Context: an optimization exercise on an open-source flow, tuned for small area, a short achievable clock period and few clock cycles per item. The choices shown serve that exercise and are no tape-out recipe.
At most, simulation tests tie the RTL to the original design; equivalence was not proved.

==> inputs of trial 82 <==
// best_disp_select
module best_disp_select #(
    parameter int unsigned NPIX_LOG2 = 8
) (
    input  logic               clk,
    input  logic               rst,
    input  logic               frame_start,
    input  logic [10:0]        fsum,
    input  logic               valid,
    input  logic               last,
    input  logic [13:0]        g2sum,
    input  logic [10:0]        gsum,
    input  logic [13:0]        fg,
    input  logic [5:0]         place,
    output logic               busy,
    output logic [5:0]         best_place,
    output logic               best_valid,
    output logic               done,
    output logic               overrun
);
    logic        r_busy;
    logic        r_done;
    logic        r_overrun;
    logic        r_bvalid;
    logic [5:0]  r_bplace;
    logic [21:0] r_bnum;
    logic [21:0] r_bden;
    logic signed [24:0] r_bk;
    logic        r0_v;
    logic [10:0] r0_fsum;
    logic [10:0] r0_gsum;
    logic [13:0] r0_fg;
    logic [13:0] r0_g2sum;
    logic [5:0]  r0_place;
    logic        r0_last;
    logic [5:0] w_bg_one;
    logic [5:0] w_bg_two;
    logic [5:0] w_bg_neg;
    assign w_bg_one[0] = gsum[0] ^ 1'b0;
    assign w_bg_two[0] = (gsum[1] & ~gsum[0] & ~1'b0) | (~gsum[1] & gsum[0] & 1'b0);
    assign w_bg_neg[0] = ~gsum[1];
    assign w_bg_one[1] = gsum[2] ^ gsum[1];
    assign w_bg_two[1] = (gsum[3] & ~gsum[2] & ~gsum[1]) | (~gsum[3] & gsum[2] & gsum[1]);
    assign w_bg_neg[1] = ~gsum[3];
  ...
Settings: LEC_CHECK=0, CAP_MARGIN=20, CORE_MARGIN=2, CORE_UTILIZATION=40, SLEW_MARGIN=20; clock period 12.0 ns.
standard.sh (not shown) runs the stock make flow with config.mk's settings and CLKGATE_MAP_FILE= SYNTH_SCRIPT=/design/flow/synth_recipe.tcl, a recipe that flattens the netlist after the stock synthesis.
==> flow/flow/run.sh <==
#!/bin/bash
set -euo pipefail
bash standard.sh SETUP_SLACK_MARGIN=7.0 "CTS_ARGS=-sink_clustering_enable -repair_clock_nets -dont_use_dummy_load -buf_list sky130_fd_sc_hd__clkbuf_4" finish > make.log 2>&1
==> inputs of trial 86, as changes to trial 82 <==
==> flow/flow/run.sh (replaced) <==
#!/bin/bash
set -euo pipefail
bash standard.sh SETUP_SLACK_MARGIN=7.6 "CTS_ARGS=-sink_clustering_enable -repair_clock_nets -dont_use_dummy_load -buf_list sky130_fd_sc_hd__clkbuf_4" finish > make.log 2>&1
==> inputs of trial 3, as changes to trial 82 <==
==> flow/flow/run.sh (replaced) <==
#!/bin/bash
set -euo pipefail
bash standard.sh SETUP_SLACK_MARGIN=7.3 "CTS_ARGS=-sink_clustering_enable -repair_clock_nets -dont_use_dummy_load -buf_list sky130_fd_sc_hd__clkbuf_4" finish > make.log 2>&1
==> flow_summary.json <==
{
  "use_met2": 0.280,
  "cts.clk_slew.worst_paths_ns": 0.06,
  "drive_gt1_frac": 0.101,
  "clk_share": 0.0269,
  "rr_worst_depth": 17,
  "slew_headroom": 0.351,
  "dr.max_layer_used": "met4",
  "final_cells": 5090,
  "worstHoldEndpoint": "rf_num[17]$_DFFE_PN_",
  "grt_usage": 0.174,
  "outcome": "complete, no violations",
  "placedInstanceArea_um2": 40100,
  "wl_met2_um": 39400,
  "cp_max_fo": 5,
  "met3WireLength_um": 4210
}
That was trial 3.
==> flow_summary.json <==
{
  "clk_share": 0.0271,
  "rr_worst_depth": 17,
  "met3WireLength_um": 4160,
  "placedInstanceArea_um2": 40100,
  "slew_headroom": 0.218,
  "use_met2": 0.264,
  "outcome": "complete, no violations"
}
That was trial 82.
==> flow_summary.json <==
{
  "grt_usage": 0.177,
  "rr_worst_depth": 16,
  "worstHoldEndpoint": "rf_num[21]$_DFFE_PN_",
  "cts.clk_slew.worst_paths_ns": 0.05,
  "clk_share": 0.0272,
  "outcome": "complete, no violations",
  "placedInstanceArea_um2": 40300,
  "wl_met2_um": 40100,
  "use_met2": 0.282,
  "dr.max_layer_used": "met4"
}
That was trial 86.
Testbench counts of trial 82, summed over its fixed seeds: cycles 10,366, items 9,296.
Testbench counts of trial 86, summed over its fixed seeds: cycles 10,366, items 9,296.
Testbench counts of trial 3, summed over its fixed seeds: cycles 10,366, items 9,296.


==> v31: inputs <==
best_disp_select, a different RTL version from the one above (not shown whole).
Settings: LEC_CHECK=0, CAP_MARGIN=20, CORE_MARGIN=2, CORE_UTILIZATION=40, SLEW_MARGIN=20; clock period 12.0 ns.
==> flow/flow/run.sh <==
#!/bin/bash
set -euo pipefail
bash standard.sh SETUP_SLACK_MARGIN=7.25 "CTS_ARGS=-sink_clustering_enable -repair_clock_nets -dont_use_dummy_load" finish > make.log 2>&1
==> v27: changes against v31 <==
==> flow/flow/run.sh (replaced) <==
#!/bin/bash
set -euo pipefail
bash standard.sh SETUP_SLACK_MARGIN=7.0 "CTS_ARGS=-sink_clustering_enable -repair_clock_nets -dont_use_dummy_load" finish > make.log 2>&1
--- a/flow/config.mk
+++ b/flow/config.mk
@@ -7,5 +7,5 @@
 export LEC_CHECK = 0
 export CAP_MARGIN = 20
 export CORE_MARGIN = 2
-export CORE_UTILIZATION = 40
+export CORE_UTILIZATION = 55
 export SLEW_MARGIN = 20
==> v6: changes against v31 <==
==> flow/flow/run.sh (replaced) <==
#!/bin/bash
set -euo pipefail
bash standard.sh SETUP_SLACK_MARGIN=7.0 "CTS_ARGS=-sink_clustering_enable -repair_clock_nets -dont_use_dummy_load" finish > make.log 2>&1
--- a/flow/config.mk
+++ b/flow/config.mk
@@ -8,4 +8,5 @@
 export CAP_MARGIN = 20
 export CORE_MARGIN = 2
 export CORE_UTILIZATION = 40
+export CTS_BUF_LIST = sky130_fd_sc_hd__clkbuf_8
 export SLEW_MARGIN = 20
==> comparison table <==
quantity                                                            v27         v31          v6
Layout cells sized above 1                                       0.0762      0.0836      0.0789
Setup slack of the most critical reg-to-reg path                6.79 ns     6.84 ns     6.88 ns
Run status                                     timing/DRC/antenna clean  timing/DRC/antenna clean  timing/DRC/antenna clean
Pin count of the biggest net entering global routing                155         170          78
Met2 Routed Length                                              43.0 mm     41.2 mm     40.9 mm
Worst EP required                                              12.32 ns    12.38 ns    12.32 ns
Half-perimeter wire length of the detailed placement result     67.2 mm     63.8 mm     64.0 mm
Maximum achievable frequency                                  0.192 GHz   0.194 GHz   0.195 GHz
Number of buffer and inverter stages on the critical path             6           4           4
Met3 WL                                                         4.89 mm     3.68 mm     3.72 mm
Cell area after placement                                    39,400 um2  39,900 um2  39,900 um2
Non-clock buffer total of the final layout                          150         168         149
Number of vias per cell                                            5.84        5.24        5.22
GR Util met3                                                     0.0348      0.0218      0.0228
Multi-input combinational gate total                              2,566       2,567       2,569
Testbench counts of v31, summed over its fixed seeds: cycles 10,366, items 9,296.
Testbench counts of v27, summed over its fixed seeds: cycles 10,366, items 9,296.
Testbench counts of v6, summed over its fixed seeds: cycles 10,366, items 9,296.


==> run a: inputs <==
Another version of the RTL of best_disp_select (not shown whole).
Settings: LEC_CHECK=0, CAP_MARGIN=20, CORE_MARGIN=2, CORE_UTILIZATION=40, SLEW_MARGIN=20; clock period 12.0 ns.
==> flow/flow/run.sh <==
#!/bin/bash
set -euo pipefail
bash standard.sh SETUP_SLACK_MARGIN=7.3 "CTS_ARGS=-sink_clustering_enable -repair_clock_nets -dont_use_dummy_load -buf_list sky130_fd_sc_hd__clkbuf_4" finish > make.log 2>&1
==> run b: changes against run a <==
==> flow/flow/run.sh (replaced) <==
#!/bin/bash
set -euo pipefail
bash standard.sh SETUP_SLACK_MARGIN=7.0 "CTS_ARGS=-sink_clustering_enable -repair_clock_nets -dont_use_dummy_load -buf_list sky130_fd_sc_hd__clkbuf_4" finish > make.log 2>&1
==> key figures <==
Run status
  • Status: timing/DRC/antenna clean

Final layout
  • Seq/total area: 36.1%
  • Multi-input combinational area share: 49.0%
  • Filler cells: 8822
  • Design area: 42100 um2
  • Multi-input logic area: 20600 um2

Critical path
  • Max incr delay on CP: 0.54 ns
  • Crit path DAT: 5.83 ns
  • Cell Chain, Critical Path: buf_12, inv_12, or3_4, o21ai_4, a22oi_2, xnor2_2, fa_1, fa_1, fa_1, inv_1, fa_1, ha_4, or2_4, a21oi_4, a21oi_2, a21bo_2, o21a_1, a21o_1, a21oi_2, xnor2_1

Global route
  • Met3 usage: ~3.1%
  • M1 GR Usage: 22.7%

Timing
  • Final critical-path setup slack: 6.81 ns

Routing
  • 1st-iter DRT viols: 1549
  • DRT Pass-1 Iters: 5
  • Total routed wirelength: 84400 um

Hold path
  • Hold_sp: rn_num[16]
That was run a.
==> key figures <==
Routing
  • Total routed wirelength: 83700 um
  • DRT Pass-1 Iters: 6
  • 1st-iter DRT viols: 1522

Critical path
  • Crit path DAT: 5.80 ns
  • Cell Chain, Critical Path: or3_4, o21ai_4, a22oi_2, xnor2_2, fa_1, fa_1, fa_1, inv_2, fa_1, ha_4, or2_4, a21oi_4, a21oi_2, a21bo_2, o21a_1, buf_4, buf_6, xor2_2

Global route
  • Met3 usage: ~3.2%
  • M1 GR Usage: 22.7%

Final layout
  • Seq/total area: a little over a third
  • Multi-input combinational area share: roughly half
  • Multi-input logic area: 20500 um2

Timing
  • Final critical-path setup slack: a little under 7 ns

Run status
  • Status: timing/DRC/antenna clean

Synthesis
  • Synth Cell Area: 37700 um2
That was run b.
Function was not checked in any run of this note: the RTL went through the layout flow alone.


==> exp/pepper <==
best_disp_select, a different RTL version from the one above (not shown whole).
Settings: LEC_CHECK=0, CAP_MARGIN=20, CORE_MARGIN=2, CORE_UTILIZATION=40, SLEW_MARGIN=20; clock period 12.0 ns.
==> flow/flow/run.sh <==
#!/bin/bash
set -euo pipefail
bash standard.sh SETUP_SLACK_MARGIN=7.3 "CTS_ARGS=-sink_clustering_enable -repair_clock_nets -dont_use_dummy_load -buf_list sky130_fd_sc_hd__clkbuf_4" finish > make.log 2>&1
==> exp/willow: changes against exp/pepper <==
==> flow/flow/run.sh (replaced) <==
#!/bin/bash
set -euo pipefail
bash standard.sh SETUP_SLACK_MARGIN=7.5 "CTS_ARGS=-sink_clustering_enable -repair_clock_nets -dont_use_dummy_load -buf_list sky130_fd_sc_hd__clkbuf_4" finish > make.log 2>&1
==> summary of the runs <==
Between exp/willow and exp/pepper, the lower clock skew is in exp/willow (gap 0.010 ns). Of exp/willow and exp/pepper, exp/pepper has the higher first-iteration DRC count (gap about 1.7%, measured against exp/pepper). In exp/pepper the non-clock buffer count is lower than in exp/willow, by 14. Between exp/willow and exp/pepper, the lower wire length is in exp/pepper (gap 0.35%, measured against exp/pepper). Area after synthesis is the same in exp/pepper and exp/willow. Sequential cell count is the same in exp/pepper and exp/willow. In exp/willow the maximum frequency is higher than in exp/pepper, by about 2%. In synthesized cell count, exp/willow and exp/pepper do not differ.
==> figures <==
metric                                                                  exp/pepper               exp/willow
Status                                                     complete, no violations  complete, no violations
Data arrival at the endpoint of the critical path                          5.49 ns                  5.38 ns
Via count normalized by instance count                                       5.044                    5.012
Critical path fanouts, max                                                       9                        4
Met2 wirelength from detailed routing                                     37.35 mm                 37.07 mm
Placed cell area                                                      0.03990 mm^2             0.03997 mm^2
Setup WS post-layout                                                      7.241 ns                 7.338 ns
Data required, critical path                                              12.73 ns                 12.72 ns
# resized after CTS                                                             11                       36
Placer congestion estimate                                                  0.9136                   0.8895
Startpoint of the worst-slack reg-to-reg timing path                  r0_bg_two[2]               r0_fsum[9]
Via count of the first global-routing pass                                  24.65k                   24.64k
Achievable frequency                                                    0.2101 GHz               0.2145 GHz
Sequential portion of the cell area                                         38.35%                   38.05%
Wire length of the first global-routing pass                              128.9 mm                 129.2 mm
Count of TritonRoute iterations in the first routing pass                        7                        6
Function was not checked in any run of this note: the RTL went through the layout flow alone.


==> trial 98: inputs <==
best_disp_select, a different RTL version from the one above (not shown whole).
==> flow/config.mk <==
export PLATFORM = sky130hd
export DESIGN_NAME = best_disp_select
export DESIGN_NICKNAME = best_disp_select
export VERILOG_FILES = /design/flow/design.v
export SDC_FILE = /design/flow/constraint.sdc
export NUM_CORES = 4
export LEC_CHECK = 0
export CAP_MARGIN = 20
export CORE_MARGIN = 2
export CORE_UTILIZATION = 40
export SLEW_MARGIN = 20
==> flow/constraint.sdc <==
create_clock -name core_clock -period 12.0 [get_ports {clk}]
set_input_delay 2.4000 -clock core_clock [delete_from_list [all_inputs] [get_ports {clk}]]
set_output_delay 2.4000 -clock core_clock [all_outputs]
set_load 0.01 [all_outputs]
==> flow/flow/run.sh <==
#!/bin/bash
set -euo pipefail
bash standard.sh SETUP_SLACK_MARGIN=7.0 "CTS_ARGS=-sink_clustering_enable -repair_clock_nets -dont_use_dummy_load" finish > make.log 2>&1
==> inputs of build 21, as changes to trial 98 <==
==> flow/flow/run.sh (replaced) <==
#!/bin/bash
set -euo pipefail
bash standard.sh SETUP_SLACK_MARGIN=6.5 "CTS_ARGS=-sink_clustering_enable -repair_clock_nets -dont_use_dummy_load" finish > make.log 2>&1
==> inputs of trial 17, as changes to trial 98 <==
--- a/flow/design.v
+++ b/flow/design.v
@@ -3619,42 +3619,40 @@
         end
         if (w_go && w_amb) begin
             s_num    <= rf_num;
             s_den    <= rf_den;
             s_place  <= rf_place;
             s_last   <= rf_last;
             s_k      <= w_k;
+        end
+        if (r_busy && w_fin && w_swin) begin
+            r_bnum <= s_num;
+            r_bden <= s_den;
+            r_bk   <= s_k;
+        end
+        if (!r_busy) begin
             s_cnt    <= '0;
             s_pb     <= r_bden[0];
             s_qb     <= rf_den[0];
             s_pl     <= 1'b0;
             s_ql     <= 1'b0;
             s_p      <= '0;
             s_q      <= '0;
             s_z      <= '0;
             s_sticky <= 1'b0;
-        end
-        if (r_busy) begin
-            if (w_fin) begin
-                if (w_swin) begin
-                    r_bnum <= s_num;
-                    r_bden <= s_den;
-                    r_bk   <= s_k;
-                end
-            end else begin
-                s_cnt    <= w_cnt1;
-                s_pb     <= w_pbit;
-                s_qb     <= w_qbit;
-                s_pl     <= w_p1[0];
-                s_ql     <= w_q1[0];
-                s_p      <= w_p1[22:1];
-                s_q      <= w_q1[22:1];
-                s_z      <= w_z1[23:1];
-                s_sticky <= s_sticky | w_z1[0];
-            end
+        end else begin
+            s_cnt    <= w_cnt1;
+            s_pb     <= w_pbit;
+            s_qb     <= w_qbit;
+            s_pl     <= w_p1[0];
+            s_ql     <= w_q1[0];
+            s_p      <= w_p1[22:1];
+            s_q      <= w_q1[22:1];
+            s_z      <= w_z1[23:1];
+            s_sticky <= s_sticky | w_z1[0];
         end
     end
     assign busy       = r_busy;
     assign best_place = r_bplace;
     assign best_valid = r_bvalid;
     assign done       = r_done;
     assign overrun    = r_overrun;
==> flow/flow/run.sh (replaced) <==
#!/bin/bash
set -euo pipefail
bash standard.sh SETUP_SLACK_MARGIN=6.5 "CTS_ARGS=-sink_clustering_enable -repair_clock_nets -dont_use_dummy_load" finish > make.log 2>&1
==> impl_metrics.csv <==
group,metric,value,unit
outcome,status,"timing/DRC/antenna clean",
yosys,synthTopCellsByArea,"edfxtp_1 (30%), fa_1 (13%), ha_1 (9.0%)",
finish,regArea,14500,µm²
detailed_routing,vias_per_cell,5.31,
clock_tree,cts_setup_buffers,23,
The numbers above come from trial 98.

==> impl_metrics.csv <==
group,metric,value,unit
floorplan,core,94900,µm²
yosys,synthTopCellsByArea,"edfxtp_1 (30%), fa_1 (13%), ha_1 (9.0%)",
finish,buf_share,0.0278,
clock_tree,cts_setup_buffers,14,
outcome,status,"timing/DRC/antenna clean",
The numbers above come from build 21.

==> impl_metrics.csv <==
group,metric,value,unit
outcome,status,"timing/DRC/antenna clean",
detailed_routing,vias_per_cell,5.11,
yosys,yosys.area.top_type_share,0.351,
finish,regArea,15200,µm²
yosys,synthTopCellsByArea,"edfxtp_1 (35%), fa_1 (13%), ha_1 (9.1%)",
clock_tree,cts_setup_buffers,18,
The numbers above come from trial 17.

Testbench counts of trial 98, summed over its fixed seeds: cycles 10,366, items 9,296.
Testbench counts of build 21, summed over its fixed seeds: cycles 10,366, items 9,296.
The RTL of trial 17 was laid out without a check of its function.

afterwards: timing with drivers on the ports:
Ports are ideal in the flow. The routed layouts listed here were re-timed in OpenROAD.
Step 1 assumes that a clkbuf_16 drives the clock port and a buf_2 every other input.
Step 2 times the ports against the registers' clock, not the clock port: input delays grow and output delays shrink by t, the midpoint of the rising clock arrivals with the driver on.
Three values: no drivers, after step 1, after step 2; two values: the first two.
| run | shift t [ns] | setup slack, ns | latest minus earliest clock arrival (ns) |
|---|---|---|---|
| trial 82 | 1.027 | 7.140 / 7.130 / 7.140 | 0.138 / 0.138 |
| trial 86 | 1.022 | 7.282 / 7.282 / 7.282 | 0.106 / 0.106 |
| trial 3 | 1.002 | 7.235 / 7.235 / 7.235 | 0.110 / 0.111 |
| v31 | 0.702 | 6.843 / 6.843 / 6.843 | 0.066 / 0.065 |
| v27 | 0.660 | 6.787 / 6.787 / 6.787 | 0.093 / 0.093 |
| v6 | 0.655 | 6.878 / 6.878 / 6.878 | 0.064 / 0.064 |
| run a | 0.998 | 6.812 / 6.812 / 6.812 | 0.136 / 0.137 |
| run b | 0.960 | 6.831 / 6.831 / 6.831 | 0.117 / 0.117 |
| exp/pepper | 1.009 | 7.241 / 7.241 / 7.241 | 0.103 / 0.102 |
| exp/willow | 1.040 | 7.338 / 7.338 / 7.338 | 0.093 / 0.092 |
| trial 98 | 0.631 | 6.838 / 6.838 / 6.838 | 0.099 / 0.100 |
| build 21 | 0.647 | 6.701 / 6.701 / 6.701 | 0.073 / 0.074 |
| trial 17 | 0.694 | 6.535 / 6.535 / 6.535 | 0.094 / 0.095 |
After both steps setup and hold are still met in every run listed.
